Background: an optimization exercise with open tools, aiming at small area. Do not read the settings as production practice.
At most, simulation tests tie the RTL to the original design; equivalence was not proved.
Power figures rest on the tool's default switching activity, not on a simulated workload.

==> flow/design.v (excerpt) <==
module ks_out_process #(
  parameter int OP_W          = ks_out_pkg::DEF_OP_W,
  parameter int LWE_COEF_W    = ks_out_pkg::DEF_LWE_COEF_W,
  parameter int CORR_W        = ks_out_pkg::DEF_CORR_W,
  parameter int LBX           = ks_out_pkg::DEF_LBX,
  parameter int LWE_K         = ks_out_pkg::DEF_LWE_K,
  parameter int BATCH_PBS_NB  = ks_out_pkg::DEF_BATCH_PBS_NB,
  parameter int USE_MEAN_COMP = ks_out_pkg::DEF_USE_MEAN_COMP
) (
  input  logic                     clk,
  input  logic                     s_rst_n,
  input  logic [LBX-1:0][OP_W-1:0] mult_data_i,
  input  logic [LBX-1:0]           mult_avail_i,
  input  logic [LBX-1:0]           mult_last_pbs_i,
  input  logic [OP_W-1:0]          body_data_i,
  input  logic                     body_vld_i,
  output logic                     body_rdy_o,
  input  logic                     restart_i,
  output logic [LWE_COEF_W-1:0]    lwe_coef_o,
  output logic [CORR_W-1:0]        lwe_corr_o,
  output logic                     lwe_vld_o,
  input  logic                     lwe_rdy_i,
  output logic                     loop_done_o,
  output logic                     ksk_rd_inc_o,
  output logic                     body_wr_o,
  output logic [OP_W-1:0]          body_wr_data_o
);
==> module ks_sync_fifo, before the edit <==
module ks_sync_fifo #(
  parameter int DEPTH = 2,
  parameter int WIDTH = 1
) (
  input  logic  clk,
  input  logic  s_rst_n,
  input  logic  flush_i,
  input  logic [WIDTH-1:0] in_data_i,
  input  logic  in_vld_i,
  output logic  in_rdy_o,
  output logic [WIDTH-1:0] out_data_o,
  output logic  out_vld_o,
  input  logic  out_rdy_i
);
  localparam int PTR_W = (DEPTH > 1) ? $clog2(DEPTH) : 1;
  localparam int CNT_W = $clog2(DEPTH + 1);
  logic [WIDTH-1:0] mem [DEPTH];
  logic [PTR_W-1:0] wr_ptr;
  logic [PTR_W-1:0] rd_ptr;
  logic [CNT_W-1:0] count;
  logic             wr_en;
  logic             rd_en;
  function automatic logic [PTR_W-1:0] ptr_next(input logic [PTR_W-1:0] ptr);
    ptr_next = (ptr == PTR_W'(DEPTH - 1)) ? '0 : ptr + 1'b1;
  endfunction
  assign in_rdy_o   = (count != CNT_W'(DEPTH));
  assign out_vld_o  = (count != '0);
  assign out_data_o = mem[rd_ptr];
  assign wr_en = in_vld_i & in_rdy_o;
  assign rd_en = out_vld_o & out_rdy_i;
  always_ff @(posedge clk) begin
    if (!s_rst_n || flush_i) begin
      wr_ptr <= '0;
      rd_ptr <= '0;
      count  <= '0;
    end else begin
      if (wr_en) begin
        wr_ptr <= ptr_next(wr_ptr);
      end
      if (rd_en) begin
        rd_ptr <= ptr_next(rd_ptr);
      end
      if (wr_en && !rd_en) begin
        count <= count + 1'b1;
      end else if (rd_en && !wr_en) begin
        count <= count - 1'b1;
      end
    end
  end
  always_ff @(posedge clk) begin
    if (wr_en) begin
      mem[wr_ptr] <= in_data_i;
    end
  end
endmodule
clock: 5.0 ns
lec_check: 0
cap_margin: 0
core_margin: 2
core_utilization: 60
place_density: 0.7
slew_margin: 0
standard.sh (not shown) runs the stock make flow with config.mk's settings and CLKGATE_MAP_FILE= SYNTH_SCRIPT=/design/flow/synth_recipe.tcl, a recipe that flattens the netlist after the stock synthesis.
==> flow/flow/run.sh <==
#!/bin/bash
# The standard layout (standard.sh), with two changes:
#  - the port buffers are plain buf_1 cells
#  - clock tree synthesis adds no dummy loads
set -euo pipefail
export BUFFER_PORTS_ARGS="-buffer_cell sky130_fd_sc_hd__buf_1"
export CTS_ARGS="-sink_clustering_enable -repair_clock_nets -sink_clustering_size 20 -sink_clustering_max_diameter 50 -buf_list sky130_fd_sc_hd__clkbuf_8 -dont_use_dummy_load"
bash standard.sh > standard.log 2>&1
Edit:
--- a/flow/design.v
+++ b/flow/design.v
@@ -39,23 +39,20 @@
   function automatic logic [PTR_W-1:0] ptr_next(input logic [PTR_W-1:0] ptr);
     ptr_next = (ptr == PTR_W'(DEPTH - 1)) ? '0 : ptr + 1'b1;
   endfunction
   assign in_rdy_o   = (count != CNT_W'(DEPTH));
   assign out_vld_o  = (count != '0);
   assign out_data_o = mem[rd_ptr];
+  assign wr_ptr     = rd_ptr + PTR_W'(count);
   assign wr_en = in_vld_i & in_rdy_o;
   assign rd_en = out_vld_o & out_rdy_i;
   always_ff @(posedge clk) begin
     if (!s_rst_n || flush_i) begin
-      wr_ptr <= '0;
       rd_ptr <= '0;
       count  <= '0;
     end else begin
-      if (wr_en) begin
-        wr_ptr <= ptr_next(wr_ptr);
-      end
       if (rd_en) begin
         rd_ptr <= ptr_next(rd_ptr);
       end
       if (wr_en && !rd_en) begin
         count <= count + 1'b1;
       end else if (rd_en && !wr_en) begin
- The new run passed the timing, DRC and antenna checks
- fmax shrinks by a few percent
- synthesized cell count stays flat
- wire length decreases by a few percent
- first-iteration DRC count shrinks by roughly a tenth
- worst setup slack is worse by 0.088 ns
- final area barely changes
- total power stays flat
- clock-buffer cell count is higher by 2
- area after synthesis is about the same
- clock skew is higher by 0.0096 ns
- core utilization is about the same
No functional check of the RTL was part of the first run of this note.

[what the ideal ports hide]
In the flow no input, the clock included, has a driving cell. The finished layouts below were timed again as built, in two steps. Step 1 sets driving cells, clkbuf_16 on the clock port and buf_2 on the other inputs (assumed; they add their load-dependent delay and slew). Step 2 adds t to the input delays and takes it off the output delays; t is the mean of the earliest and latest rising clock arrival at the registers after step 1. Input paths then give back, and output paths get back, about the clock's delay inside the block. Slacks: no drivers / after step 1 / after step 2; pairs: no drivers / after step 1.
| run | t, ns | slack for setup (ns) | hold slack, ns | worst setup path after step 2 | latest minus earliest clock arrival (ns) |
|---|---|---|---|---|---|
| the first run | 0.656 | 0.690 / 0.638 / 0.331 | 0.315 / 0.315 / 0.315 | input to register | 0.087 / 0.087 |
| the second run | 0.665 | 0.602 / 0.550 / 0.452 | 0.297 / 0.297 / 0.297 | input to register | 0.102 / 0.102 |
After both steps every run listed still meets setup and hold. The setup slack of the first run, which loses most, moves by -0.052 ns with the drivers and by -0.359 ns with both steps.
